Source: an optimization exercise on an open RTL-to-GDS flow (aim: small area, a short achievable clock period and few clock cycles). Production flows keep margins and buffers that such runs may drop. RTL that was checked went through simulation tests only; none was proved equivalent to the original. Only the layout flow was run in run 6; the RTL was not checked for function there.

File: flow/flow/run.sh
#!/bin/bash
# The standard layout (the standard.sh: its synthesis, floorplan, power grid,
# placement, CTS and routing unchanged), with one difference: the buffers that
# placement puts on every input and output port are sky130_fd_sc_hd__buf_1
# cells instead of the default delay-cell buffers.
set -euo pipefail
export BUFFER_PORTS_ARGS="-buffer_cell sky130_fd_sc_hd__buf_1"
bash standard.sh finish > flow_make.log 2>&1
File: flow/standard.sh
#!/bin/bash
# synth_recipe.tcl (not shown) runs the flow's synth.tcl, then flattens the netlist and writes it again
# the make line also repeats each setting of config.mk as NAME=value (left out here)
make -C /OpenROAD-flow-scripts/flow DESIGN_CONFIG=/design/flow/config.mk WORK_HOME=/design/flow/orfs CLKGATE_MAP_FILE= SYNTH_SCRIPT=/design/flow/synth_recipe.tcl "${@:-finish}"
File: flow/config.mk
export PLATFORM = sky130hd
export DESIGN_NAME = agu_tile_stream
export DESIGN_NICKNAME = agu_tile_stream
export VERILOG_FILES = /design/flow/design.v
export SDC_FILE = /design/flow/constraint.sdc
export NUM_CORES = 4
export LEC_CHECK = 0
export ABC_AREA = 1
export CAP_MARGIN = 20
export CORE_MARGIN = 2
export CORE_UTILIZATION = 65
export CTS_CLUSTER_DIAMETER = 100
export CTS_CLUSTER_SIZE = 20
export PLACE_DENSITY = 0.8
export SETUP_SLACK_MARGIN = 5
export SLEW_MARGIN = 20
File: flow/constraint.sdc
create_clock -name core_clock -period 13.5 [get_ports {clk}]
set_input_delay 2.7000 -clock core_clock [delete_from_list [all_inputs] [get_ports {clk}]]
set_output_delay 2.7000 -clock core_clock [all_outputs]
set_load 0.01 [all_outputs]
File: flow/design.v
module agu_tile_stream #(
  parameter int                    ADDR_WIDTH = 32,
  parameter int                    IDX_WIDTH  = 16,
  parameter int                    LANES      = 4,
  parameter int                    FIFO_DEPTH = 4,
  parameter logic [ADDR_WIDTH-1:0] NULL_ADDR  = '1
) (
  input  logic                  clk,
  input  logic                  rst,
  input  logic                  cfg_valid_i,
  output logic                  cfg_ready_o,
  input  logic [IDX_WIDTH-1:0]  mat_m_i, mat_k_i, mat_n_i,
  input  logic [IDX_WIDTH-1:0]  tm_i, tn_i, tk_i,
  input  logic [ADDR_WIDTH-1:0] base_a_i, base_b_i, base_c_i,
  input  logic [1:0]            elem_shift_i,
  input  logic                  tile_req_i,
  output logic                  tile_done_o,
  output logic                  all_tiles_done_o,
  output logic                  busy_o,
  output logic                  out_valid,
  input  logic                  out_ready,
  output logic [LANES*ADDR_WIDTH-1:0] out_addr,
  output logic [LANES-1:0]      out_null,
  output logic [1:0]            out_id,
  output logic                  out_last
);
  localparam int AW = ADDR_WIDTH;
  localparam int IW = IDX_WIDTH;
  localparam int SW = IW + 3;               
  localparam int LB = $clog2(LANES) + 3;    
  localparam int HW = AW - LB;
  localparam logic [1:0] SEG_A = 2'd0, SEG_B = 2'd1, SEG_C = 2'd2;
  logic busy_q, init_q, armed_q, run_q, done_q, last_q;
  logic [1:0]    seg_q, sh_q;
  logic          lk_q, lm_q;                
  logic          ce_q, re_q;                
  logic [IW-1:0] k_q, n_q, tm_q, tn_q, tk_q;
  logic [IW-1:0] rm_q, rn_q, rk_q, ko_q, no_q;
  logic [IW-1:0] rr_q, rc_q;                
  logic [AW-1:0] p_q, r_q, am_q, bk_q, bb_q, cm_q;
  logic cfg_acc, zero_cfg, valid, pop, adv;
  logic last_m, last_n, last_k, walk_end;
  logic [IW-1:0] em, en, ek;
  logic [IW-1:0] dm, dn, dk;
  assign cfg_acc  = cfg_valid_i & ~busy_q;
  assign zero_cfg = (mat_m_i == '0) | (mat_k_i == '0) | (mat_n_i == '0) |
                    (tm_i == '0) | (tn_i == '0) | (tk_i == '0);
  assign dm     = rm_q - tm_q;
  assign dn     = rn_q - tn_q;
  assign dk     = rk_q - tk_q;
  assign last_m = rm_q <= tm_q;
  assign last_n = rn_q <= tn_q;
  assign last_k = rk_q <= tk_q;
  assign em     = last_m ? rm_q : tm_q;
  assign en     = last_n ? rn_q : tn_q;
  assign ek     = last_k ? rk_q : tk_q;
  assign walk_end = (seg_q == SEG_C) & lm_q & last_n;
  assign valid = run_q | (armed_q & tile_req_i);
  assign pop   = valid & out_ready;
  assign adv   = pop | init_q;
  assign out_valid        = valid;
  assign tile_done_o      = out_ready & last_q;
  assign cfg_ready_o      = ~busy_q;
  assign busy_o           = busy_q;
  assign all_tiles_done_o = done_q;
  assign out_id           = seg_q;
  assign out_last         = last_q;
  localparam int GN = (HW + 3) / 4;
  logic [HW-1:0]               hi, t;
  logic [GN-1:0]               gf_q;
  logic [LANES-1:1]            c_q, nul_q;
  logic [LANES-1:1][LB-1:0]    lo_q;
  assign hi = p_q[AW-1:LB];
  always_comb begin
    for (int i = 0; i < HW; i++) begin
      t[i] = 1'b1;
      for (int j = 0; j < i / 4; j++) t[i] = t[i] & gf_q[j];
      for (int b = (i / 4) * 4; b < i; b++) t[i] = t[i] & hi[b];
    end
  end
  assign out_null[0]      = 1'b0;
  assign out_addr[AW-1:0] = p_q;
  for (genvar l = 1; l < LANES; l++) begin : g_lane
    assign out_null[l]          = nul_q[l];
    assign out_addr[l*AW +: AW] = nul_q[l] ? NULL_ADDR : {hi ^ (t & {HW{c_q[l]}}), lo_q[l]};
  end
  localparam int EV_START = 0, EV_INROW = 1, EV_ROW = 2, EV_TOB = 3, EV_TOC = 4;
  logic [4:0]    ev_q, ev_n;
  logic          start, inrow, rowadv, to_b, to_c, ce_n, re_n, lk_n, last_n_beat;
  logic [1:0]    seg_n;
  logic [IW-1:0] y, w_n, h_n;
  logic [SW-1:0] y_s, z_s;
  logic [AW-1:0] x, madd, uadd;
  logic [GN-1:0] gf_n;
  logic [LANES-1:1] c_n, nul_n;
  logic [LANES-1:1][LB-1:0] lo_n;
  logic [IW-1:0] rc_n;
  assign start  = ev_q[EV_START];
  assign inrow  = ev_q[EV_INROW];
  assign rowadv = ev_q[EV_ROW];
  assign to_b   = ev_q[EV_TOB];
  assign to_c   = ev_q[EV_TOC];
  always_comb begin
    x = ({AW{start}} & am_q) | ({AW{inrow}} & p_q) | ({AW{rowadv}} & r_q) |
        ({AW{to_b}} & bk_q) | ({AW{to_c}} & cm_q);
    y = ({IW{start}} & ko_q) | ({IW{inrow}} & IW'(LANES)) |
        ({IW{rowadv & (seg_q == SEG_A)}} & k_q) | ({IW{rowadv & (seg_q != SEG_A)}} & n_q) |
        ({IW{to_b | to_c}} & no_q);
  end
  assign y_s  = SW'(y) << sh_q;
  assign madd = x + AW'(y_s);
  always_comb begin
    logic [4*GN-1:0] h;
    h = {{(4*GN-HW){1'b1}}, madd[AW-1:LB]};
    for (int j = 0; j < GN; j++) gf_n[j] = &h[4*j +: 4];
  end
  for (genvar l = 1; l < LANES; l++) begin : g_carry
    logic [LB:0] lo;
    assign lo     = {1'b0, madd[LB-1:0]} + ((LB+1)'(l) << sh_q);
    assign c_n[l]  = lo[LB];
    assign lo_n[l] = lo[LB-1:0];
    assign nul_n[l] = (rc_n[IW-1:2] == '0) & (rc_n[1:0] <= 2'(l));
  end
  assign z_s  = SW'((seg_q == SEG_A) ? rk_q : rn_q) << sh_q;
  assign uadd = r_q + AW'(z_s);
  always_comb begin
    seg_n = seg_q; lk_n = lk_q;
    w_n = (seg_q == SEG_A) ? ek : en;
    h_n = rr_q - IW'(1);
    if (start)     begin seg_n = SEG_A; w_n = ek; h_n = em; end
    else if (to_b) begin seg_n = SEG_B; w_n = en; h_n = ek; lk_n = last_k; end
    else if (to_c) begin seg_n = SEG_C; w_n = en; h_n = em; end
  end
  assign rc_n = inrow ? rc_q - IW'(LANES) : w_n;
  assign ce_n = inrow ? (rc_q <= IW'(2*LANES)) : (w_n <= IW'(LANES));
  assign re_n = inrow ? re_q : (h_n == IW'(1));
  assign last_n_beat = ce_n & re_n & ((seg_n == SEG_C) | ((seg_n == SEG_B) & ~lk_n));
  always_comb begin
    ev_n = '0;
    if (last_n_beat)           ev_n[EV_START] = 1'b1;
    else if (!ce_n)            ev_n[EV_INROW] = 1'b1;
    else if (!re_n)            ev_n[EV_ROW]   = 1'b1;
    else if (seg_n == SEG_A)   ev_n[EV_TOB]   = 1'b1;
    else                       ev_n[EV_TOC]   = 1'b1;
  end
  always_ff @(posedge clk or posedge rst) begin
    if (rst) begin
      busy_q <= 1'b0; init_q <= 1'b0; armed_q <= 1'b0; run_q <= 1'b0;
      done_q <= 1'b0; last_q <= 1'b0;
    end else if (cfg_acc) begin
      busy_q <= ~zero_cfg; init_q <= ~zero_cfg; armed_q <= 1'b0; run_q <= 1'b0;
      done_q <= zero_cfg; last_q <= 1'b0;
    end else begin
      init_q <= 1'b0;
      if (init_q) armed_q <= 1'b1;
      if (busy_q & tile_req_i) run_q <= 1'b1;
      if (adv) last_q <= last_n_beat;
      if (pop & last_q) begin
        run_q <= 1'b0;
        if (walk_end) begin busy_q <= 1'b0; armed_q <= 1'b0; done_q <= 1'b1; end
      end
    end
  end
  always_ff @(posedge clk) begin
    if (!busy_q) begin
      k_q <= mat_k_i; n_q <= mat_n_i; tm_q <= tm_i; tn_q <= tn_i; tk_q <= tk_i;
      sh_q <= elem_shift_i;
      rm_q <= mat_m_i; rn_q <= mat_n_i; rk_q <= mat_k_i; ko_q <= '0; no_q <= '0;
      am_q <= base_a_i; bk_q <= base_b_i; bb_q <= base_b_i; cm_q <= base_c_i;
      ev_q <= 5'(1 << EV_START);
    end else if (adv) begin
      p_q <= madd; gf_q <= gf_n; c_q <= c_n; lo_q <= lo_n; nul_q <= nul_n; ev_q <= ev_n;
      rc_q <= rc_n;
      if (!inrow) begin r_q <= madd; rr_q <= h_n; end
      seg_q <= seg_n; lk_q <= lk_n; ce_q <= ce_n; re_q <= re_n;
      if (last_q) begin
        if (lk_q) begin
          rn_q <= last_n ? n_q : dn;
          no_q <= last_n ? '0 : no_q + tn_q;
        end
        if (lk_q & last_n) cm_q <= uadd;
        if (~lk_q) bk_q <= uadd;
      end
      if (to_b) begin
        rk_q <= last_k ? k_q : dk;
        ko_q <= last_k ? '0 : ko_q + tk_q;
        if (last_n & last_k) am_q <= uadd;
      end
      if (to_c) begin
        lm_q <= last_m;
        bk_q <= bb_q;
        if (last_n) rm_q <= dm;
      end
    end
  end
endmodule
==> summary.txt, run 1 <==
STA
  – Worst rel slew slack: 20.82%
  – Final Worst Setup Slack: 7.726 ns
  – Final setup fails: 0
  – FMAX: 173.2 MHz
  – Worst Max-Slew Pin Slew: 1.188 ns
  – Final min period: 5.774 ns
  – Final period util: 42.77%
  – Final Hold Vio Count: 0
  – Setup TNS: 0 ns
  – RSZ-0062 raised after global routing: false
  – Final Skew: 0.02378 ns
  – Slew Viols, Final: 0

Yosys
  – Post-synthesis async set-or-reset flop share: 1.405%
  – Commonest register cell after synthesis: edfxtp_1
  – Synth Register Bits: 427
  – Cell Area, Synth: 27850 µm²
  – Yosys cell types: 63
  – Mapped Avg Cell Area: 8.198 µm²
  – Yosys warns: 1
  – Post-synth EDFFs: 384
  – Syn Inst Count: 3397
  – Syn_nets: 3743
  – Sequential area share after synthesis: 44.61%

Floorplanning
  – IO Pins: 339
  – Die Span Y: 211.0 µm
  – Core ar.: 42130 µm²
  – Row count: 75
  – Die footprint: 44510 µm²
  – Horiz. Die Dim: 211.0 µm
  – Initial Util: 66.09%

Critical path
  – Arr. time, crit path: 3.07 ns
  – Crit path max fanout: 2
  – Slowest stage delay, CP: 0.15 ns
  – CP bufs+invs: 2
  – CP max stage cell: buf_1
  – Critical Path End Type: output port
  – CP required: 10.80 ns
  – Crit Path Class: in -> out
  – CP startpoint kind: input pin
  – CP delay by family, top: buffers and inverters
  – CP cell instances: buf_1 -> a21o_1 -> buf_1
  – Most frequent CP cell: buf_1

Global routing
  – Pin count of the biggest net entering global routing: 125
  – Grt ovf: 0
  – Vias in the first global route: 24.21k
  – First-pass GRT wire length: 137.6 mm
  – Initial antenna violation count: 9
  – GRT Total Usage: 40.63%

Clock network
  – CTS Sinks: 427
  – Clock-pin slew on the worst setup and hold paths: 0.09 ns
  – CTS buffer count: 25
  – Clk buf depth: 3
  – CTS H-tree lvls: 1
  – Post-CTS setup buffers: 0
  – CTS tree: done
  – Worst-Skew Late Latency: 0.60 ns
  – Resized Gates After CTS: 0
  – CTS hold repair buffers: 0
  – Root Buffer: clkbuf_16

Place
  – Final GP Congestion: 1.064
  – Placed Cells incl. Taps: 4178
  – Dpl ws: 7.726 ns
  – Port Buffers: 337
  – Hpwl dp: 70.41 mm
  – Area after DPL: 29420 µm²

Detailed routing
  – DRC viols: 0
  – WL per Instance: 21.67 µm
  – Via-per-instance ratio: 6.223
  – Post-route ant nets: 0
  – TritonRoute pass-1 iters: 7
  – Detailed Route WL: 91.62 mm
  – Vias post-DR: 26.31k
  – Initial drt markers: 3740

Flow run
  – Max-cap check violation count: 0

Run status
  – Status: timing/DRC/antenna clean

Hold path
  – Class of the worst hold path: reg -> reg

Cells and area
  – Final instance area: 30160 µm²
  – Final Util: 71.58%
  – Layout Cells excl Fill: 4228
  – Fin nets: 4013
  – Area growth from synthesis to layout: 8.294%
  – Ratio of cells with drive above 1 in the final layout: 4.042%
==> worst paths after layout <==
kind                            start        end  slack, ns  cells after the start
setup / recovery           tile_req_i  out_valid       7.73                      3
hold / removal               no_q[11]   no_q[11]       0.52                      2
setup reg to reg              sh_q[0]   am_q[25]       8.00                     16
hold reg to reg              no_q[11]   no_q[11]       0.52                      2
max in group asynchronous         rst     busy_q      11.32                      2
min in group asynchronous         rst    armed_q       1.97                      2
==> layer usage <==
| metal | GRT usage [%] | wire length, µm | vias to the layer above |
|---|---|---|---|
| met5 | 0 | 85 | - |
| met4 | 13.06 | 3299 | 12 |
| met3 | 12.88 | 14110 | 240 |
| met2 | 59.61 | 38610 | 1810 |
| met1 | 57.50 | 35510 | 12170 |
| li1 | - | - | 12080 |
==> flip-flops by register name (all words and copies together) (netlist names), 6 cells and up <==
name	cells
rm_q	16
cm_q	32
tm_q	16
rn_q	16
rk_q	16
tn_q	16
k_q	16
bk_q	32
bb_q	32
rc_q	16
tk_q	16
r_q	32
lo_q	14
gf_q	6
n_q	16
ko_q	16
no_q	16
p_q	31
rr_q	16
am_q	32
==> cell families after synthesis <==
family | synth area share [%]
other cells | 0.01347
simple gates | 22.95
flops | 44.61
fa+ha+maj | 6.874
mux | 0.5032
xor+xnor | 3.868
buf+inv | 7.404
compound gates | 13.78
==> through the flow <==
stage / hold WS (ns)
6_report: 0.5174
4_1_cts: 0.5146
5_1_grt: 0.5505
3_3_place_gp: 0.4861
2_1_floorplan: 0.4592
3_5_place_dp: 0.4991
==> final cells by class <==
type                            count  area (µm²)
Clock inverter                      2       25.02
Fill cell                        3384       11980
Multi-Input combinational cell   2457       13390
Inverter                          396        1499
Clock buffer                       44       696.9
Tap cell                          539       674.4
Timing Repair Buffer              360        1435
Antenna cell                        3       7.507
Sequential cell                   427       12430
==> worst min-delay path: cells and delay by family, from the launching register on <==
kind | cells | cell delay, ns
AO/OA/AOI/OAI | 1 | 0.08
flip-flops | 1 | 0.32
buffers and inverters | 1 | 0.07
==> cells in the final DEF, fill, tap and decap left out, types with 25 or more instances in the layout <==
cell       instances
or2_2             31
nand2_1          873
nor4_1            26
a221oi_1          37
inv_1            386
clkbuf_16         25
o21ai_0          290
dfxtp_1           36
o211ai_1          33
nand3_1          184
xnor2_1           52
o21ai_1           25
nor3_1            38
a21oi_1          168
o22ai_1           31
ha_1             137
buf_1            337
xor2_1            71
edfxtp_1         384
nor2_1           265
==> Yosys cell counts, types with 6 or more instances <==
library cell / n / area, µm²
a21boi_0: 6 / 45.04
nand2_2: 14 / 87.58
a21oi_2: 6 / 52.55
nor2_1: 267 / 1002
nand3_2: 17 / 170.2
a221oi_1: 37 / 324.1
a31oi_1: 18 / 112.6
a21o_1: 14 / 105.1
fa_1: 10 / 200.2
o21ai_1: 25 / 125.1
o21a_1: 8 / 60.06
dfrtp_1: 6 / 150.1
mux2i_1: 14 / 140.1
buf_1: 14 / 52.55
dfxtp_1: 37 / 740.7
xor2_1: 71 / 621.9
a21oi_1: 168 / 840.8
clkbuf_1: 75 / 281.5
nand4_1: 24 / 150.1
xnor2_1: 52 / 455.4
or2_2: 31 / 193.9
nand2_1: 873 / 3277
nand3_1: 184 / 920.9
nor4_1: 26 / 162.7
buf_2: 12 / 60.06
inv_1: 387 / 1453
ha_1: 137 / 1714
o211ai_1: 33 / 247.7
edfxtp_1: 384 / 11530
o21ai_0: 290 / 1451
buf_6: 8 / 90.09
nor2_2: 7 / 43.79
o22ai_1: 31 / 193.9
nor3_1: 38 / 190.2
o21bai_1: 7 / 52.55
Testbench counts, summed over its fixed seeds: cycles 105,238.
==> run 2, diff against run 1 <==
--- a/flow/design.v
+++ b/flow/design.v
@@ -35,3 +35,3 @@
   logic          lk_q, lm_q;                
-  logic          ce_q, re_q;                
+  logic          re_q;                      
   logic [IW-1:0] k_q, n_q, tm_q, tn_q, tk_q;
@@ -134,3 +134,3 @@
   assign rc_n = inrow ? rc_q - IW'(LANES) : w_n;
-  assign ce_n = inrow ? (rc_q <= IW'(2*LANES)) : (w_n <= IW'(LANES));
+  assign ce_n = rc_n <= IW'(LANES);
   assign re_n = inrow ? re_q : (h_n == IW'(1));
@@ -174,3 +174,3 @@
       if (!inrow) begin r_q <= madd; rr_q <= h_n; end
-      seg_q <= seg_n; lk_q <= lk_n; ce_q <= ce_n; re_q <= re_n;
+      seg_q <= seg_n; lk_q <= lk_n; re_q <= re_n;
       if (last_q) begin
--- a/flow/config.mk
+++ b/flow/config.mk
@@ -8,9 +8,9 @@
 export ABC_AREA = 1
-export CAP_MARGIN = 20
+export CAP_MARGIN = 0
 export CORE_MARGIN = 2
-export CORE_UTILIZATION = 65
+export CORE_UTILIZATION = 55
 export CTS_CLUSTER_DIAMETER = 100
 export CTS_CLUSTER_SIZE = 20
-export PLACE_DENSITY = 0.8
+export PLACE_DENSITY = 0.7
 export SETUP_SLACK_MARGIN = 5
-export SLEW_MARGIN = 20
+export SLEW_MARGIN = 0
==> run 2 against run 1 <==
  * Register-to-register slack gained 0.11 ns
  * Still clean
  * Core utilization shrank 11 points
  * Synthesized cell count grew 0.29%
  * Flip-flop and latch count is the same
  * Final cell count grew 3.4%
  * Via count shrank 2.9%
  * Global-route usage shrank 6.2 points
  * Die area grew 17%
  * Non-clock buffer count shrank 1
  * Sequential share of layout area shrank 0.18 points
  * Clock-buffer cell count is the same
==> summary.txt, run 2 <==
Run status
  – Status: timing/DRC/antenna clean (unchanged)

Global routing
  – Vias in the first global route: 24.40k (was 24.21k)
  – Initial antenna violation count: 0 (was 9)
  – Pin count of the biggest net entering global routing: 90 (was 125)
  – Grt ovf: 0 (unchanged)
  – First-pass GRT wire length: 139.7 mm (was 137.6 mm)
  – GRT Total Usage: 34.44% (was 40.63%)

Cells and area
  – Layout Cells excl Fill: 4370 (was 4228)
  – Antenna cell count: 0 (was 3)
  – Area growth from synthesis to layout: 9.139% (was 8.294%)
  – Ratio of cells with drive above 1 in the final layout: 4.029% (was 4.042%)
  – Commonest non-fill, non-tap cell in the layout: nand2_1 (unchanged)
  – Fin nets: 4025 (was 4013)
  – Commonest cells after routing, fill and taps aside: nand2_1, edfxtp_1, inv_1, buf_1, o21ai_0 (was nand2_1, inv_1, edfxtp_1, buf_1, o21ai_0)

Critical path
  – Worst setup startpoint: tile_req_i (unchanged)
  – CP endpoint: out_valid (unchanged)
  – CP startpoint kind: input pin (unchanged)
  – Crit Path Class: in -> out (unchanged)
  – Arr. time, crit path: 3.07 ns (about the same)
  – Critical Path End Type: output port (unchanged)
  – Worst r2r src: seg_q[1] (was sh_q[0])
  – Crit path max fanout: 2 (unchanged)
  – R2R depth: 18 (was 16)
  – R2r setup slk: 8.11 ns (was 8.00 ns)
  – CP required: 10.80 ns (about the same)
  – Reg-to-Reg End: r_q[31] (was am_q[25])

Clock network
  – Root Buffer: clkbuf_16 (unchanged)
  – CTS buffer count: 25 (unchanged)
  – Clock-pin slew on the worst setup and hold paths: 0.09 ns (about the same)
  – Clk buf depth: 3 (unchanged)
  – CTS Sinks: 427 (unchanged)
  – CTS H-tree lvls: 1 (unchanged)
  – Resized Gates After CTS: 0 (unchanged)
  – CTS hold repair buffers: 0 (unchanged)
  – CTS tree: done (unchanged)
  – Post-CTS setup buffers: 0 (unchanged)
  – Worst-Skew Late Latency: 0.59 ns (was 0.60 ns)

STA
  – Worst Max-Slew Pin Slew: 1.164 ns (was 1.188 ns)
  – Setup TNS: 0 ns (unchanged)
  – Final Worst Setup Slack: 7.732 ns (was 7.726 ns)
  – Worst rel slew slack: 22.09% (was 20.82%)
  – Slew Viols, Final: 0 (unchanged)
  – Final period util: 42.73% (was 42.77%)
  – Worst hold slack: 0.5138 ns (was 0.5174 ns)
  – Final Skew: 0.02840 ns (was 0.02378 ns)
  – RSZ-0062 raised after global routing: false (unchanged)
  – Final Hold Vio Count: 0 (unchanged)
  – Final min period: 5.768 ns (was 5.774 ns)
  – FMAX: 173.4 MHz (was 173.2 MHz)
  – Final setup fails: 0 (unchanged)

Yosys
  – Syn_nets: 3752 (was 3743)
  – Post-synth top area share: 41.55% (was 41.41%)
  – Yosys warns: 1 (unchanged)
  – Sequential area share after synthesis: 44.76% (was 44.61%)
  – Syn Inst Count: 3407 (was 3397)
  – Post-synthesis async set-or-reset flop share: 1.405% (unchanged)
  – Synth Register Bits: 427 (unchanged)
  – Mapped Avg Cell Area: 8.145 µm² (was 8.198 µm²)
  – Post-synth EDFFs: 384 (unchanged)
  – Commonest register cell after synthesis: edfxtp_1 (unchanged)
  – Most frequent cell after synthesis: nand2_1 (unchanged)
  – Synth area leaders: edfxtp_1, nand2_1, ha_1 (unchanged)
  – Post-synth top cells: nand2_1, edfxtp_1, inv_1, o21ai_0, nor2_1 (was nand2_1, inv_1, edfxtp_1, o21ai_0, nor2_1)
  – Yosys cell types: 61 (was 63)
  – Cell Area, Synth: 27750 µm² (was 27850 µm²)
  – Area leader, netlist: edfxtp_1 (unchanged)

Detailed routing
  – DRC viols: 0 (unchanged)
  – Post-route ant nets: 0 (unchanged)
  – Vias post-DR: 25.54k (was 26.31k)
  – WL per Instance: 21.08 µm (was 21.67 µm)
  – TritonRoute pass-1 iters: 7 (unchanged)
  – Via-per-instance ratio: 5.844 (was 6.223)
  – Detailed Route WL: 92.14 mm (was 91.62 mm)
  – Initial drt markers: 2442 (was 3740)

Floorplanning
  – Initial Util: 55.54% (was 66.09%)
  – IO Pins: 339 (unchanged)
  – Die footprint: 52270 µm² (was 44510 µm²)
  – Horiz. Die Dim: 228.6 µm (was 211.0 µm)
  – Row count: 82 (was 75)
  – Core ar.: 49970 µm² (was 42130 µm²)
  – Die Span Y: 228.6 µm (was 211.0 µm)

Place
  – Dpl ws: 7.730 ns (was 7.726 ns)
  – Hpwl dp: 70.87 mm (was 70.41 mm)
  – Port Buffers: 337 (unchanged)
  – Placed Cells incl. Taps: 4325 (was 4178)
  – Final GP Congestion: 0.9959 (was 1.064)

Flow run
  – Max-cap check violation count: 0 (unchanged)

Hold path
  – Class of the worst hold path: reg -> reg (unchanged)
run 2: cell types whose count changed in the layout (fill, tap and decap cells not counted), sizes merged, moves of 4 or more:
cell	before	now
nand2	890	966
nor2	274	233
o21ai	319	292
nand3	202	217
a21o	14	5
a21oi	174	167
nor4	26	33
nor3	40	34
and2	1	6
mux2i	14	9
o211ai	33	38
xor2	71	66
nand3b	5	9
or2	33	37
run 2: area by class of cell:
class	count	area, µm²
Inverter	396	1494
Multi-Input combinational cell	2471	13370
Clock inverter	1	8.758
Timing Repair Buffer	359	1430
Clock buffer	44	718.2
Tap cell	672	840.8
Fill cell	4613	19680
Sequential cell	427	12430
run 2: worst max-delay path, stage by stage:
cell	delay, ns
buf_1	0.09
a21o_1	0.13
buf_1	0.15
run 2: worst min path at each step:
stage / to / depth (start not counted) / start / slack (ns)
finish: ko_q[13] / 2 / ko_q[13] / 0.51
CTS: ko_q[14] / 2 / ko_q[14] / 0.50
floorplan: no_q[13] / 2 / no_q[13] / 0.45
detailed placement: ko_q[14] / 2 / ko_q[14] / 0.49
global route: ko_q[15] / 2 / ko_q[15] / 0.54
global placement: done_q / 2 / done_q / 0.49
run 2: layer usage:
layer  routed length, µm  track usage (%)  part of all wire [%]
met4                3809            13.36                   4.1
met1               38590            47.01                    42
met3                7143            3.630                   7.8
met5                   0                0                     0
met2               42590            56.67                    46
run 2: per-stage QoR:
stage | util, % | cell area [µm²]
final | 60.61 | 30290
after global routing | 60.61 | 30290
after CTS | 60.61 | 30290
after detailed placement | 59.16 | 29560
after global placement | 59.16 | 29560
after floorplan | - | 27750
run 2: cells by family after synthesis:
kind of cell / after synthesis / share of synthesized area [%]
AOI/OAI and AO/OA: 631 / 13.04
xor gates and xnor gates: 121 / 3.819
adders and majority gates: 146 / 6.853
buffers and inverters: 509 / 7.164
DFF: 427 / 44.76
muxes: 9 / 0.3246
other: 1 / 0.01351
and+or+nand+nor: 1563 / 24.02
Testbench counts of run 2, summed over its fixed seeds: cycles 105,238.
==> run 3, diff against run 2 <==
--- a/flow/config.mk
+++ b/flow/config.mk
@@ -8,6 +8,6 @@
 export ABC_AREA = 1
-export CAP_MARGIN = 0
+export CAP_MARGIN = 20
 export CORE_MARGIN = 2
 export CORE_UTILIZATION = 55
-export CTS_CLUSTER_DIAMETER = 100
+export CTS_CLUSTER_DIAMETER = 130
 export CTS_CLUSTER_SIZE = 20
@@ -15,2 +15,2 @@
 export SETUP_SLACK_MARGIN = 5
-export SLEW_MARGIN = 0
+export SLEW_MARGIN = 20
==> run 3 against run 2 <==
  * Routed wire length down 0.25%
  * Hold slack about the same
  * Via count up 0.24%
  * Final cell count about the same
  * Global-route usage down 0.097 points
==> summary.txt, run 3 <==
Clock network
  – Clock-pin slew on the worst setup and hold paths: 0.09 ns (about the same)
  – Post-CTS setup buffers: 0 (unchanged)
  – CTS tree: done (unchanged)
  – CTS Sinks: 427 (unchanged)
  – Clk buf depth: 3 (unchanged)
  – CTS hold repair buffers: 0 (unchanged)
  – Worst-Skew Late Latency: 0.60 ns (was 0.59 ns)
  – Resized Gates After CTS: 0 (unchanged)
  – Root Buffer: clkbuf_16 (unchanged)
  – CTS buffer count: 25 (unchanged)
  – CTS H-tree lvls: 1 (unchanged)

Yosys
  – Synth Register Bits: 427 (unchanged)
  – Post-synthesis xor/xnor area fraction: 3.819% (unchanged)
  – Most frequent cell after synthesis: nand2_1 (unchanged)
  – Cell Area, Synth: 27750 µm² (unchanged)
  – Synth Area in Compound Gates: 13.04% (unchanged)
  – Mux cell area share after synthesis: 0.3246% (unchanged)
  – Post-synth top area share: 41.55% (unchanged)
  – Syn Inst Count: 3407 (unchanged)
  – Main combinational cell family by area after synthesis: simple AND/OR/NAND/NOR gates (unchanged)
  – Area leader, netlist: edfxtp_1 (unchanged)
  – Post-synth EDFFs: 384 (unchanged)
  – Synth area leaders: edfxtp_1, nand2_1, ha_1 (unchanged)
  – Yosys cell types: 61 (unchanged)
  – Yosys warns: 1 (unchanged)
  – Post-synthesis async set-or-reset flop share: 1.405% (unchanged)
  – Syn_nets: 3752 (unchanged)
  – Mapped Avg Cell Area: 8.145 µm² (unchanged)
  – Post-synth top cells: nand2_1, edfxtp_1, inv_1, o21ai_0, nor2_1 (unchanged)
  – Sequential area share after synthesis: 44.76% (unchanged)
  – Commonest register cell after synthesis: edfxtp_1 (unchanged)
  – Adder-cell area share of the yosys netlist: 6.853% (unchanged)
  – Simple-Gate Fraction of Synth Area: 24.02% (unchanged)

Cells and area
  – Final Util: 60.63% (was 60.61%)
  – Commonest non-fill, non-tap cell in the layout: nand2_1 (unchanged)
  – Ratio of cells with drive above 1 in the final layout: 4.082% (was 4.029%)
  – Fin nets: 4025 (unchanged)
  – Area growth from synthesis to layout: 9.176% (was 9.139%)
  – Commonest cells after routing, fill and taps aside: nand2_1, edfxtp_1, inv_1, buf_1, o21ai_0 (unchanged)

Critical path
  – CP startpoint kind: input pin (unchanged)
  – CP max stage cell: buf_1 (unchanged)
  – Arr. time, crit path: 3.07 ns (about the same)
  – Most frequent CP cell: buf_1 (unchanged)
  – CP cell instances: buf_1 -> a21o_1 -> buf_1 (unchanged)
  – CP delay by family, top: buffers and inverters (unchanged)
  – Crit Path Class: in -> out (unchanged)
  – Crit path max fanout: 2 (unchanged)
  – Critical Path End Type: output port (unchanged)
  – CP required: 10.80 ns (about the same)
  – Slowest stage delay, CP: 0.15 ns (about the same)
  – CP bufs+invs: 2 (unchanged)

Detailed routing
  – Via-per-instance ratio: 5.856 (was 5.844)
  – DRC viols: 0 (unchanged)
  – Initial drt markers: 2474 (was 2442)
  – TritonRoute pass-1 iters: 6 (was 7)
  – Vias post-DR: 25.60k (was 25.54k)
  – Post-route ant nets: 0 (unchanged)
  – Detailed Route WL: 91.92 mm (was 92.14 mm)
  – WL per Instance: 21.02 µm (was 21.08 µm)

Floorplanning
  – Row count: 82 (unchanged)
  – Horiz. Die Dim: 228.6 µm (unchanged)
  – Die footprint: 52270 µm² (unchanged)
  – Core ar.: 49970 µm² (unchanged)
  – Initial Util: 55.54% (unchanged)
  – IO Pins: 339 (unchanged)
  – Die Span Y: 228.6 µm (unchanged)

Global routing
  – First-pass GRT wire length: 139.3 mm (was 139.7 mm)
  – Grt ovf: 0 (unchanged)
  – GRT Total Usage: 34.34% (was 34.44%)
  – Vias in the first global route: 24.43k (was 24.40k)
  – Pin count of the biggest net entering global routing: 90 (unchanged)
  – Initial antenna violation count: 0 (unchanged)

STA
  – Final setup fails: 0 (unchanged)
  – Slew Viols, Final: 0 (unchanged)
  – Setup TNS: 0 ns (unchanged)
  – FMAX: 173.3 MHz (was 173.4 MHz)
  – Worst rel slew slack: 29.48% (was 22.09%)
  – RSZ-0062 raised after global routing: false (unchanged)
  – Worst Max-Slew Pin Slew: 1.054 ns (was 1.164 ns)
  – Final min period: 5.769 ns (was 5.768 ns)
  – Final period util: 42.73% (about the same)
  – Final Hold Vio Count: 0 (unchanged)
  – Final Skew: 0.03827 ns (was 0.02840 ns)

Place
  – Final GP Congestion: 0.9959 (unchanged)
  – Port Buffers: 337 (unchanged)
  – Hpwl dp: 70.87 mm (unchanged)

Hold path
  – Class of the worst hold path: reg -> reg (unchanged)

Run status
  – Status: timing/DRC/antenna clean (unchanged)

Flow run
  – Max-cap check violation count: 0 (unchanged)
run 3: through the flow:
| stage | hold slack (ns) | setup slack, ns | area [µm²] | cells |
|---|---|---|---|---|
| 2_1_floorplan | 0.4475 | 5.225 | 27750 | 3407 |
| 3_3_place_gp | 0.4884 | 7.724 | 29560 | 4325 |
| 3_5_place_dp | 0.4881 | 7.730 | 29560 | 4325 |
| 4_1_cts | 0.5043 | 7.729 | 30290 | 4371 |
| 5_1_grt | 0.5382 | 7.663 | 30290 | 4371 |
| 6_report | 0.5141 | 7.731 | 30300 | 4372 |
run 3: cell type report:
class	count	area, µm²
Clock buffer	44	706.9
Sequential cell	427	12430
Timing Repair Buffer	359	1430
Clock inverter	2	25.02
Fill cell	4625	19670
Antenna cell	1	2.502
Tap cell	672	840.8
Inverter	396	1494
Multi-Input combinational cell	2471	13370
run 3: worst paths after layout:
check | startpoint | to | slack, ns | depth (start not counted)
max reg2reg | seg_q[1] | p_q[31] | 8.15 | 18
min in group asynchronous | rst | run_q | 1.99 | 2
min reg2reg | ko_q[14] | ko_q[14] | 0.51 | 2
min | ko_q[14] | ko_q[14] | 0.51 | 2
max | tile_req_i | out_valid | 7.73 | 3
max in group asynchronous | rst | busy_q | 11.31 | 2
run 3: cell families after synthesis:
| kind of cell | count (synthesis) |
|---|---|
| AND/OR/NAND/NOR | 1563 |
| flip-flops | 427 |
| AO/OA/AOI/OAI | 631 |
| adder cells (fa/ha/maj) | 146 |
| buffers and inverters | 509 |
| XOR/XNOR | 121 |
| other | 1 |
| multiplexers | 9 |
run 3: worst register-to-register path: cells and delay by family, from the launching register on:
kind | cells | cell delay [ns]
DFF | 1 | 0.44
and+or+nand+nor | 9 | 2.76
adders and majority gates | 1 | 0.23
buffers and inverters | 4 | 0.95
AOI/OAI and AO/OA | 3 | 0.55
xor gates and xnor gates | 1 | 0.15
run 3: metal layers:
metal | track usage [%] | vias to the layer above | routed length (µm)
met5 | 0 | - | 0
met4 | 13.99 | 0 | 4015
met3 | 3.456 | 194 | 7163
met2 | 56.28 | 1213 | 42340
met1 | 46.92 | 12100 | 38400
li1 | - | 12100 | -
==> run 4, diff against run 3 <==
--- a/flow/config.mk
+++ b/flow/config.mk
@@ -11,4 +11,4 @@
 export CORE_UTILIZATION = 55
-export CTS_CLUSTER_DIAMETER = 130
-export CTS_CLUSTER_SIZE = 20
+export CTS_CLUSTER_DIAMETER = 110
+export CTS_CLUSTER_SIZE = 24
 export PLACE_DENSITY = 0.7
==> run 4 against run 3 <==
  * Clock skew decreased by 0.0020 ns
  * Synthesized cell count unchanged
  * Register-to-register slack hardly changed
  * Die area stayed put
  * Final area is 0.40% lower
  * Global-route usage about the same
  * Hold slack is essentially flat
  * Maximum frequency hardly changed
  * Non-clock buffer count is the same
  * Synthesized area did not move
  * Still clean on timing, DRC and antenna
  * Final cell count is 0.23% lower
==> summary.txt, run 4 <==
Run status
  – Status: timing/DRC/antenna clean (unchanged)

Yosys
  – Post-synth top cells: nand2_1, edfxtp_1, inv_1, o21ai_0, nor2_1 (unchanged)
  – Most frequent cell after synthesis: nand2_1 (unchanged)
  – Cell Area, Synth: 27750 µm² (unchanged)
  – Synth area leaders: edfxtp_1, nand2_1, ha_1 (unchanged)
  – Commonest register cell after synthesis: edfxtp_1 (unchanged)
  – Synth Register Bits: 427 (unchanged)
  – Area leader, netlist: edfxtp_1 (unchanged)
  – Sequential area share after synthesis: 44.76% (unchanged)
  – Syn_nets: 3752 (unchanged)
  – Syn Inst Count: 3407 (unchanged)
  – Post-synth EDFFs: 384 (unchanged)
  – Post-synthesis async set-or-reset flop share: 1.405% (unchanged)
  – Yosys cell types: 61 (unchanged)
  – Post-synth top area share: 41.55% (unchanged)
  – Yosys warns: 1 (unchanged)
  – Mapped Avg Cell Area: 8.145 µm² (unchanged)

Critical path
  – Most frequent CP cell: buf_1 (unchanged)
  – Crit Path Class: in -> out (unchanged)
  – Critical Path End Type: output port (unchanged)
  – CP delay by family, top: buffers and inverters (unchanged)
  – Arr. time, crit path: 3.07 ns (about the same)
  – CP max stage cell: buf_1 (unchanged)
  – CP bufs+invs: 2 (unchanged)
  – Slowest stage delay, CP: 0.15 ns (about the same)
  – CP startpoint kind: input pin (unchanged)
  – CP required: 10.80 ns (about the same)
  – CP cell instances: buf_1 -> a21o_1 -> buf_1 (unchanged)
  – Crit path max fanout: 2 (unchanged)

Cells and area
  – Layout Cells excl Fill: 4362 (was 4372)
  – Commonest cells after routing, fill and taps aside: nand2_1, edfxtp_1, inv_1, buf_1, o21ai_0 (unchanged)
  – Fin nets: 4021 (was 4025)
  – Commonest non-fill, non-tap cell in the layout: nand2_1 (unchanged)
  – Filler instances: 4637 (was 4625)
  – Antenna cell count: 0 (was 1)
  – Ratio of cells with drive above 1 in the final layout: 3.930% (was 4.082%)
  – Area growth from synthesis to layout: 8.733% (was 9.176%)

STA
  – Final Skew: 0.03629 ns (was 0.03827 ns)
  – Final min period: 5.770 ns (was 5.769 ns)
  – Worst Max-Slew Pin Slew: 1.096 ns (was 1.054 ns)
  – Worst rel slew slack: 26.68% (was 29.48%)
  – Final period util: 42.74% (was 42.73%)
  – Setup TNS: 0 ns (unchanged)
  – Final setup fails: 0 (unchanged)
  – Slew Viols, Final: 0 (unchanged)
  – Final Hold Vio Count: 0 (unchanged)
  – RSZ-0062 raised after global routing: false (unchanged)
  – FMAX: 173.3 MHz (about the same)
  – Final Worst Setup Slack: 7.730 ns (was 7.731 ns)

Global routing
  – Vias in the first global route: 24.38k (was 24.43k)
  – Initial antenna violation count: 0 (unchanged)
  – First-pass GRT wire length: 139.1 mm (was 139.3 mm)
  – Grt ovf: 0 (unchanged)
  – Pin count of the biggest net entering global routing: 90 (unchanged)
  – GRT Total Usage: 34.30% (was 34.34%)

Clock network
  – CTS hold repair buffers: 0 (unchanged)
  – CTS tree: done (unchanged)
  – Resized Gates After CTS: 0 (unchanged)
  – Worst-Skew Late Latency: 0.58 ns (was 0.60 ns)
  – Clk buf depth: 3 (unchanged)
  – Root Buffer: clkbuf_16 (unchanged)
  – Post-CTS setup buffers: 0 (unchanged)
  – CTS buffer count: 21 (was 25)
  – Clock-pin slew on the worst setup and hold paths: 0.10 ns (was 0.09 ns)
  – CTS Sinks: 427 (unchanged)
  – CTS H-tree lvls: 1 (unchanged)

Detailed routing
  – Initial drt markers: 2479 (was 2474)
  – DRC viols: 0 (unchanged)
  – Detailed Route WL: 91.54 mm (was 91.92 mm)
  – Post-route ant nets: 0 (unchanged)
  – Vias post-DR: 25.48k (was 25.60k)
  – TritonRoute pass-1 iters: 8 (was 6)
  – Via-per-instance ratio: 5.841 (was 5.856)
  – WL per Instance: 20.99 µm (was 21.02 µm)

Floorplanning
  – Initial Util: 55.54% (unchanged)
  – Die footprint: 52270 µm² (unchanged)
  – Row count: 82 (unchanged)
  – Horiz. Die Dim: 228.6 µm (unchanged)
  – IO Pins: 339 (unchanged)
  – Die Span Y: 228.6 µm (unchanged)
  – Core ar.: 49970 µm² (unchanged)

Hold path
  – Class of the worst hold path: reg -> reg (unchanged)

Place
  – Port Buffers: 337 (unchanged)
  – Placed Cells incl. Taps: 4325 (unchanged)
  – Final GP Congestion: 0.9959 (unchanged)
  – Hpwl dp: 70.87 mm (unchanged)
  – Dpl ws: 7.730 ns (unchanged)

Flow run
  – Max-cap check violation count: 0 (unchanged)
==> run 4: layout make-up <==
type	instances	area (µm²)	share of cell area (%)
clock inverters	1	30.03	0.09952
flip-flops and latches	427	12430	41.18
clock buffers	36	581.8	1.928
inverters	396	1494	4.951
repair buffers	359	1430	4.740
well taps	672	840.8	2.787
multi-input cells	2471	13370	44.32
==> run 4: worst paths after layout <==
kind,from,endpoint,slack (ns),cells past startpoint
worst min register to register,ko_q[14],ko_q[14],0.51,2
worst min-delay path,ko_q[14],ko_q[14],0.51,2
worst max-delay path,tile_req_i,out_valid,7.73,3
min in group asynchronous,rst,armed_q,2.01,2
max in group asynchronous,rst,busy_q,11.29,2
worst max register to register,seg_q[1],p_q[31],8.16,18
==> run 4: metal layers <==
metal / up-vias / global-route usage [%] / wire length, µm
li1: 12080 / - / -
met1: 12020 / 46.81 / 37820
met2: 1213 / 56.72 / 42680
met3: 165 / 3.468 / 7494
met4: 0 / 12.97 / 3544
met5: - / 0 / 0
==> run 4: worst reg2reg max path, stage by stage, from the launching register on <==
cell      delay (ns)
edfxtp_1        0.45
nor2_1          0.13
buf_4           0.24
inv_1           0.25
nor2_1          0.72
inv_1           0.33
o21ai_0         0.33
a221oi_1        0.14
inv_1           0.14
o21ai_0         0.11
o21ai_0         0.27
ha_1            0.27
nand2_1         0.10
nor4_1          0.30
nand4_1         0.14
nand3_1         0.26
nand3_1         0.29
nor4_1          0.47
xnor2_1         0.15
==> run 4: stage by stage <==
step | hold slack [ns] | utilization, % | cell area, µm²
6_report | 0.5141 | 60.39 | 30170
5_1_grt | 0.5465 | 60.39 | 30170
4_1_cts | 0.5053 | 60.38 | 30170
3_5_place_dp | 0.4881 | 59.16 | 29560
3_3_place_gp | 0.4884 | 59.16 | 29560
2_1_floorplan | 0.4475 | - | 27750
==> run 4: cells by family after synthesis <==
family                   share of synthesized area (%)
AO/OA/AOI/OAI                                    13.04
XOR/XNOR                                         3.819
adder cells (fa/ha/maj)                          6.853
buffers and inverters                            7.164
flip-flops                                       44.76
multiplexers                                    0.3246
other                                          0.01351
AND/OR/NAND/NOR                                  24.02
==> run 5, diff against run 4 <==
--- a/flow/config.mk
+++ b/flow/config.mk
@@ -11,4 +11,4 @@
 export CORE_UTILIZATION = 55
-export CTS_CLUSTER_DIAMETER = 110
-export CTS_CLUSTER_SIZE = 24
+export CTS_CLUSTER_DIAMETER = 100
+export CTS_CLUSTER_SIZE = 20
 export PLACE_DENSITY = 0.7
==> run 5 against run 4 <==
  * Final area is 0.38% higher
  * Register-to-register slack better by 0.02 ns
  * Synthesized cell count unchanged
  * Critical path type unchanged
==> summary.txt, run 5 <==
Place
  – Final GP Congestion: 0.9959 (unchanged)
  – Port Buffers: 337 (unchanged)
  – Hpwl dp: 70.87 mm (unchanged)

Clock network
  – CTS H-tree lvls: 1 (unchanged)
  – Root Buffer: clkbuf_16 (unchanged)
  – Clk buf depth: 3 (unchanged)
  – Resized Gates After CTS: 0 (unchanged)
  – Post-CTS setup buffers: 0 (unchanged)
  – CTS hold repair buffers: 0 (unchanged)
  – Clock-pin slew on the worst setup and hold paths: 0.09 ns (was 0.10 ns)
  – Worst-Skew Late Latency: 0.60 ns (was 0.58 ns)
  – CTS buffer count: 25 (was 21)
  – CTS tree: done (unchanged)
  – CTS Sinks: 427 (unchanged)

Yosys
  – Post-synth top area share: 41.55% (unchanged)
  – Area leader, netlist: edfxtp_1 (unchanged)
  – Syn Inst Count: 3407 (unchanged)
  – Mapped Avg Cell Area: 8.145 µm² (unchanged)
  – Main combinational cell family by area after synthesis: simple AND/OR/NAND/NOR gates (unchanged)
  – Post-synthesis xor/xnor area fraction: 3.819% (unchanged)
  – Yosys warns: 1 (unchanged)
  – Cell Area, Synth: 27750 µm² (unchanged)
  – Mux cell area share after synthesis: 0.3246% (unchanged)
  – Post-synth EDFFs: 384 (unchanged)
  – Simple-Gate Fraction of Synth Area: 24.02% (unchanged)
  – Synth area leaders: edfxtp_1, nand2_1, ha_1 (unchanged)
  – Synth Area in Compound Gates: 13.04% (unchanged)
  – Adder-cell area share of the yosys netlist: 6.853% (unchanged)
  – Most frequent cell after synthesis: nand2_1 (unchanged)
  – Synth Register Bits: 427 (unchanged)
  – Post-synthesis async set-or-reset flop share: 1.405% (unchanged)
  – Post-synth top cells: nand2_1, edfxtp_1, inv_1, o21ai_0, nor2_1 (unchanged)
  – Sequential area share after synthesis: 44.76% (unchanged)
  – Yosys cell types: 61 (unchanged)
  – Commonest register cell after synthesis: edfxtp_1 (unchanged)
  – Syn_nets: 3752 (unchanged)

Flow run
  – Max-cap check violation count: 0 (unchanged)

Cells and area
  – Antenna cell count: 0 (unchanged)
  – Area growth from synthesis to layout: 9.148% (was 8.733%)
  – Commonest non-fill, non-tap cell in the layout: nand2_1 (unchanged)
  – Ratio of cells with drive above 1 in the final layout: 4.056% (was 3.930%)
  – Fin nets: 4025 (was 4021)
  – Commonest cells after routing, fill and taps aside: nand2_1, edfxtp_1, inv_1, buf_1, o21ai_0 (unchanged)
  – Final Util: 60.62% (was 60.39%)

STA
  – RSZ-0062 raised after global routing: false (unchanged)
  – Worst Max-Slew Pin Slew: 1.083 ns (was 1.096 ns)
  – Setup TNS: 0 ns (unchanged)
  – Final Skew: 0.03182 ns (was 0.03629 ns)
  – Final setup fails: 0 (unchanged)
  – FMAX: 173.4 MHz (was 173.3 MHz)
  – Worst rel slew slack: 27.56% (was 26.68%)
  – Final Hold Vio Count: 0 (unchanged)
  – Final min period: 5.768 ns (was 5.770 ns)
  – Slew Viols, Final: 0 (unchanged)
  – Final period util: 42.73% (was 42.74%)

Floorplanning
  – Initial Util: 55.54% (unchanged)
  – Row count: 82 (unchanged)
  – Die footprint: 52270 µm² (unchanged)
  – Core ar.: 49970 µm² (unchanged)
  – Die Span Y: 228.6 µm (unchanged)
  – IO Pins: 339 (unchanged)
  – Horiz. Die Dim: 228.6 µm (unchanged)

Global routing
  – Initial antenna violation count: 0 (unchanged)
  – First-pass GRT wire length: 139.7 mm (was 139.1 mm)
  – Grt ovf: 0 (unchanged)
  – Pin count of the biggest net entering global routing: 90 (unchanged)
  – GRT Total Usage: 34.44% (was 34.30%)
  – Vias in the first global route: 24.40k (was 24.38k)

Detailed routing
  – Detailed Route WL: 92.15 mm (was 91.54 mm)
  – Post-route ant nets: 0 (unchanged)
  – Via-per-instance ratio: 5.860 (was 5.841)
  – WL per Instance: 21.09 µm (was 20.99 µm)
  – Vias post-DR: 25.61k (was 25.48k)
  – DRC viols: 0 (unchanged)
  – Initial drt markers: 2442 (was 2479)
  – TritonRoute pass-1 iters: 5 (was 8)

Hold path
  – Worst hold endpoint: ko_q[13] (was ko_q[14])
  – Hold-critical path depth: 2 (unchanged)
  – Class of the worst hold path: reg -> reg (unchanged)
  – Hold path start: ko_q[13] (was ko_q[14])

Critical path
  – Arr. time, crit path: 3.07 ns (about the same)
  – CP required: 10.80 ns (about the same)
  – CP startpoint kind: input pin (unchanged)
  – Reg-to-Reg End: gf_q[4] (was p_q[31])
  – R2R depth: 23 (was 18)
  – Crit path max fanout: 2 (unchanged)
  – Worst r2r src: seg_q[1] (unchanged)
  – Crit Path Class: in -> out (unchanged)
  – Critical Path End Type: output port (unchanged)
  – R2r setup slk: 8.18 ns (was 8.16 ns)

Run status
  – Status: timing/DRC/antenna clean (unchanged)
==> run 5: per-layer routing <==
| layer | routed length, µm | global-route usage (%) | part of all wire [%] |
|---|---|---|---|
| met5 | 0 | 0 | 0 |
| met4 | 3886 | 13.36 | 4.2 |
| met2 | 42650 | 56.67 | 46 |
| met3 | 7361 | 3.630 | 8.0 |
| met1 | 38250 | 47.01 | 42 |
==> run 5: area by class of cell <==
class | count | area [µm²]
fill | 4614 | 19680
multi-input combinational | 2471 | 13370
sequential | 427 | 12430
inverter | 396 | 1494
timing repair buffer | 359 | 1430
tap | 672 | 840.8
clock buffer | 44 | 718.2
clock inverter | 1 | 8.758
==> run 5: worst max path at each step <==
stage                endpoint  slack, ns  cells past startpoint  startpoint
floorplan              r_q[0]       5.22                      7  tile_req_i
global placement    out_valid       7.72                      3  tile_req_i
detailed placement  out_valid       7.73                      3  tile_req_i
CTS                 out_valid       7.73                      3  tile_req_i
global route        out_valid       7.66                      3  tile_req_i
finish              out_valid       7.73                      3  tile_req_i
==> run 5: cell families (layout without fill, tap and decap cells) <==
family          count (synthesis)  in the layout
mux                             9              9
xor+xnor                      121            121
other cells                     1              1
compound gates                631            631
flops                         427            427
fa+ha+maj                     146            146
simple gates                 1563           1563
buf+inv                       509            800
==> run 5: stage by stage <==
| stage | hold slack, ns | instances | area [µm²] | setup slack, ns |
|---|---|---|---|---|
| after global routing | 0.5449 | 4370 | 30290 | 7.663 |
| after floorplan | 0.4475 | 3407 | 27750 | 5.225 |
| after CTS | 0.5041 | 4370 | 30290 | 7.729 |
| final | 0.5128 | 4370 | 30290 | 7.732 |
| after detailed placement | 0.4881 | 4325 | 29560 | 7.730 |
| after global placement | 0.4884 | 4325 | 29560 | 7.724 |
==> run 5: worst max-delay path: stages <==
cell and delay, ns:
buf_1 0.09, a21o_1 0.13, buf_1 0.15
==> run 6, diff against run 5 <==
--- a/flow/design.v
+++ b/flow/design.v
@@ -135,3 +135,3 @@
   assign ce_n = rc_n <= IW'(LANES);
-  assign re_n = inrow ? re_q : (h_n == IW'(1));
+  assign re_n = inrow ? re_q : rowadv ? (rr_q == IW'(2)) : (h_n == IW'(1));
   assign last_n_beat = ce_n & re_n & ((seg_n == SEG_C) | ((seg_n == SEG_B) & ~lk_n));
==> run 6 against run 5 <==
  * Sequential share of layout area is 0.29 points higher
  * Global-route usage increased by 1.1 points
  * Core utilization up 0.58 points
  * Flip-flop and latch count unchanged
  * Register-to-register slack got worse by 0.71 ns
  * Worst setup slack got worse by 0.26 ns
==> summary.txt, run 6 <==
Yosys
  – Syn_nets: 3712 (was 3752)
  – Post-synth EDFFs: 384 (unchanged)
  – Post-synthesis async set-or-reset flop share: 1.405% (unchanged)
  – Most frequent cell after synthesis: nand2_1 (unchanged)
  – Synth Register Bits: 427 (unchanged)
  – Area leader, netlist: edfxtp_1 (unchanged)
  – Post-synth top area share: 41.89% (was 41.55%)
  – Post-synth top cells: nand2_1, edfxtp_1, inv_1, o21ai_0, nor2_1 (unchanged)
  – Cell Area, Synth: 27530 µm² (was 27750 µm²)
  – Commonest register cell after synthesis: edfxtp_1 (unchanged)
  – Mapped Avg Cell Area: 8.178 µm² (was 8.145 µm²)
  – Syn Inst Count: 3366 (was 3407)
  – Sequential area share after synthesis: 45.13% (was 44.76%)
  – Synth area leaders: edfxtp_1, nand2_1, ha_1 (unchanged)
  – Yosys warns: 1 (unchanged)
  – Yosys cell types: 61 (unchanged)

Cells and area
  – Filler instances: 4450 (was 4614)
  – Fin nets: 3980 (was 4025)
  – Ratio of cells with drive above 1 in the final layout: 3.749% (was 4.056%)
  – Final Util: 61.20% (was 60.62%)
  – Commonest cells after routing, fill and taps aside: nand2_1, edfxtp_1, inv_1, buf_1, o21ai_0 (unchanged)
  – Commonest non-fill, non-tap cell in the layout: nand2_1 (unchanged)
  – Area growth from synthesis to layout: 9.277% (was 9.148%)

STA
  – Slew Viols, Final: 0 (unchanged)
  – Final Hold Vio Count: 0 (unchanged)
  – Final min period: 6.026 ns (was 5.768 ns)
  – FMAX: 166.0 MHz (was 173.4 MHz)
  – Worst Max-Slew Pin Slew: 1.108 ns (was 1.083 ns)
  – Worst rel slew slack: 25.85% (was 27.56%)
  – Final Skew: 0.03375 ns (was 0.03182 ns)
  – Setup TNS: 0 ns (unchanged)
  – Final Worst Setup Slack: 7.474 ns (was 7.732 ns)
  – Final period util: 44.63% (was 42.73%)
  – RSZ-0062 raised after global routing: false (unchanged)
  – Final setup fails: 0 (unchanged)

Floorplanning
  – Die footprint: 51850 µm² (was 52270 µm²)
  – Horiz. Die Dim: 227.7 µm (was 228.6 µm)
  – Row count: 81 (was 82)
  – Die Span Y: 227.7 µm (was 228.6 µm)
  – IO Pins: 339 (unchanged)
  – Core ar.: 49150 µm² (was 49970 µm²)
  – Initial Util: 56.00% (was 55.54%)

Critical path
  – R2R depth: 22 (was 23)
  – Crit path max fanout: 21 (was 2)
  – CP required: 13.84 ns (was 10.80 ns)
  – Arr. time, crit path: 6.36 ns (was 3.07 ns)
  – CP startpoint kind: register (was input pin)
  – Critical Path End Type: register (was output port)
  – R2r setup slk: 7.47 ns (was 8.18 ns)
  – Crit Path Class: reg -> reg (was in -> out)

Global routing
  – Grt ovf: 0 (unchanged)
  – Pin count of the biggest net entering global routing: 87 (was 90)
  – Vias in the first global route: 24.52k (was 24.40k)
  – GRT Total Usage: 35.51% (was 34.44%)
  – Initial antenna violation count: 3 (was 0)
  – First-pass GRT wire length: 142.3 mm (was 139.7 mm)

Clock network
  – CTS tree: done (unchanged)
  – CTS hold repair buffers: 0 (unchanged)
  – Resized Gates After CTS: 0 (unchanged)
  – CTS Sinks: 427 (unchanged)
  – Clock-pin slew on the worst setup and hold paths: 0.09 ns (about the same)
  – CTS buffer count: 26 (was 25)
  – Clk buf depth: 3 (unchanged)
  – Root Buffer: clkbuf_16 (unchanged)
  – CTS H-tree lvls: 1 (unchanged)
  – Post-CTS setup buffers: 0 (unchanged)
  – Worst-Skew Late Latency: 0.61 ns (was 0.60 ns)

Place
  – Final GP Congestion: 1.041 (was 0.9959)
  – Port Buffers: 337 (unchanged)
  – Dpl ws: 7.591 ns (was 7.730 ns)
  – Hpwl dp: 73.86 mm (was 70.87 mm)

Detailed routing
  – Initial drt markers: 2972 (was 2442)
  – Via-per-instance ratio: 5.922 (was 5.860)
  – Detailed Route WL: 94.07 mm (was 92.15 mm)
  – Post-route ant nets: 0 (unchanged)
  – Vias post-DR: 25.58k (was 25.61k)
  – TritonRoute pass-1 iters: 8 (was 5)
  – WL per Instance: 21.78 µm (was 21.09 µm)
  – DRC viols: 0 (unchanged)

Flow run
  – Max-cap check violation count: 0 (unchanged)

Hold path
  – Hold-critical path depth: 2 (unchanged)
  – Class of the worst hold path: reg -> reg (unchanged)

Run status
  – Status: timing/DRC/antenna clean (unchanged)
run 6: cell types whose count changed after synthesis, sizes merged, moves of 8 or more:
cell,delta
a21oi,+10
xor2,+8
xnor2,-10
o21ai,+9
nor2,+30
o22ai,-9
nand2,-46
inv,-9
nor4,-9
run 6: metrics by stage:
| stage | instances | cell area [µm²] | hold WS, ns |
|---|---|---|---|
| 2_1_floorplan | 3366 | 27530 | 0.4535 |
| 3_3_place_gp | 4270 | 29300 | 0.4746 |
| 3_5_place_dp | 4270 | 29300 | 0.4880 |
| 4_1_cts | 4318 | 30080 | 0.5053 |
| 5_1_grt | 4318 | 30080 | 0.5238 |
| 6_report | 4319 | 30080 | 0.5035 |
run 6: cell families after synthesis:
kind of cell / after synthesis / synth area share (%)
mux: 9 / 0.3273
buf+inv: 498 / 7.050
xor+xnor: 119 / 3.786
flops: 427 / 45.13
compound gates: 640 / 13.37
simple gates: 1525 / 23.37
fa+ha+maj: 147 / 6.955
other cells: 1 / 0.01362
run 6: path summary, 6_finish.rpt:
path,to,start
max,p_q[18],seg_q[0]
min,ko_q[13],ko_q[13]
max reg2reg,p_q[18],seg_q[0]
min reg2reg,ko_q[13],ko_q[13]
max in group asynchronous,busy_q,rst
min in group asynchronous,run_q,rst
run 6: final cells by class:
type / instances / area, µm² / area share [%]
inverter: 383 / 1445 / 4.804
sequential: 427 / 12430 / 41.32
timing repair buffer: 355 / 1400 / 4.655
tap: 664 / 830.8 / 2.762
clock inverter: 3 / 37.54 / 0.1248
clock buffer: 45 / 743.2 / 2.471
multi-input combinational: 2441 / 13190 / 43.86
antenna: 1 / 2.502 / 0.008319
run 6: worst max-delay path, cell delays in order, from the launching register on:
cell and delay (ns):
edfxtp_1 0.46, nor2_1 0.66, inv_1 0.47, nor2_1 0.89, inv_1 0.22, o221ai_1 0.32
o21ai_0 0.13, inv_1 0.10, nand2_1 0.05, o21ai_0 0.11, ha_1 0.33, a21oi_1 0.20
nand2_1 0.11, a21oi_1 0.20, o21ai_0 0.14, a21oi_1 0.26, o21ai_0 0.17, a21boi_0 0.31
o21ai_0 0.19, a21oi_1 0.23, inv_1 0.06, nand2_1 0.07, nand2_1 0.07
run 6: routing by layer:
| layer | part of all wire [%] | global-route usage [%] | up-vias |
|---|---|---|---|
| li1 | - | - | 11970 |
| met1 | 41 | 48.75 | 12070 |
| met2 | 45 | 56.62 | 1329 |
| met3 | 9.3 | 5.095 | 211 |
| met4 | 4.4 | 14.80 | 0 |
| met5 | 0 | 0 | - |

port drivers added, routing unchanged:
The flow's constraints put no driver on any port. The routed layouts listed below were extracted and timed again, unchanged, in two steps. Step 1, drivers: a clkbuf_16 drives clk and a buf_2 each remaining input, both assumed. Step 2, shift: input delay + t, output delay - t, t = (earliest + latest rising clock arrival at the registers) / 2. This alone moves slack from input paths to output paths. a / b / c = no drivers / after step 1 / after step 2; a / b = the first two.
| run | t (ns) | setup slack, ns | latest minus earliest clock arrival (ns) | slew at the worst register clock pin (ns) |
|---|---|---|---|---|
| run 1 | 0.647 | 7.726 / 7.694 / 7.694 | 0.024 / 0.024 | 0.10 / 0.10 |
| run 2 | 0.640 | 7.732 / 7.701 / 7.701 | 0.028 / 0.028 | 0.11 / 0.11 |
| run 3 | 0.643 | 7.731 / 7.700 / 7.700 | 0.040 / 0.040 | 0.11 / 0.11 |
| run 4 | 0.627 | 7.730 / 7.700 / 7.700 | 0.036 / 0.037 | 0.11 / 0.11 |
| run 5 | 0.641 | 7.732 / 7.701 / 7.701 | 0.032 / 0.032 | 0.10 / 0.10 |
| run 6 | 0.657 | 7.474 / 7.474 / 7.474 | 0.034 / 0.034 | 0.10 / 0.10 |
After both steps every run listed still meets setup and hold. For run 1, which loses most, drivers alone change the setup slack by -0.032 ns; drivers and shift together by -0.032 ns.
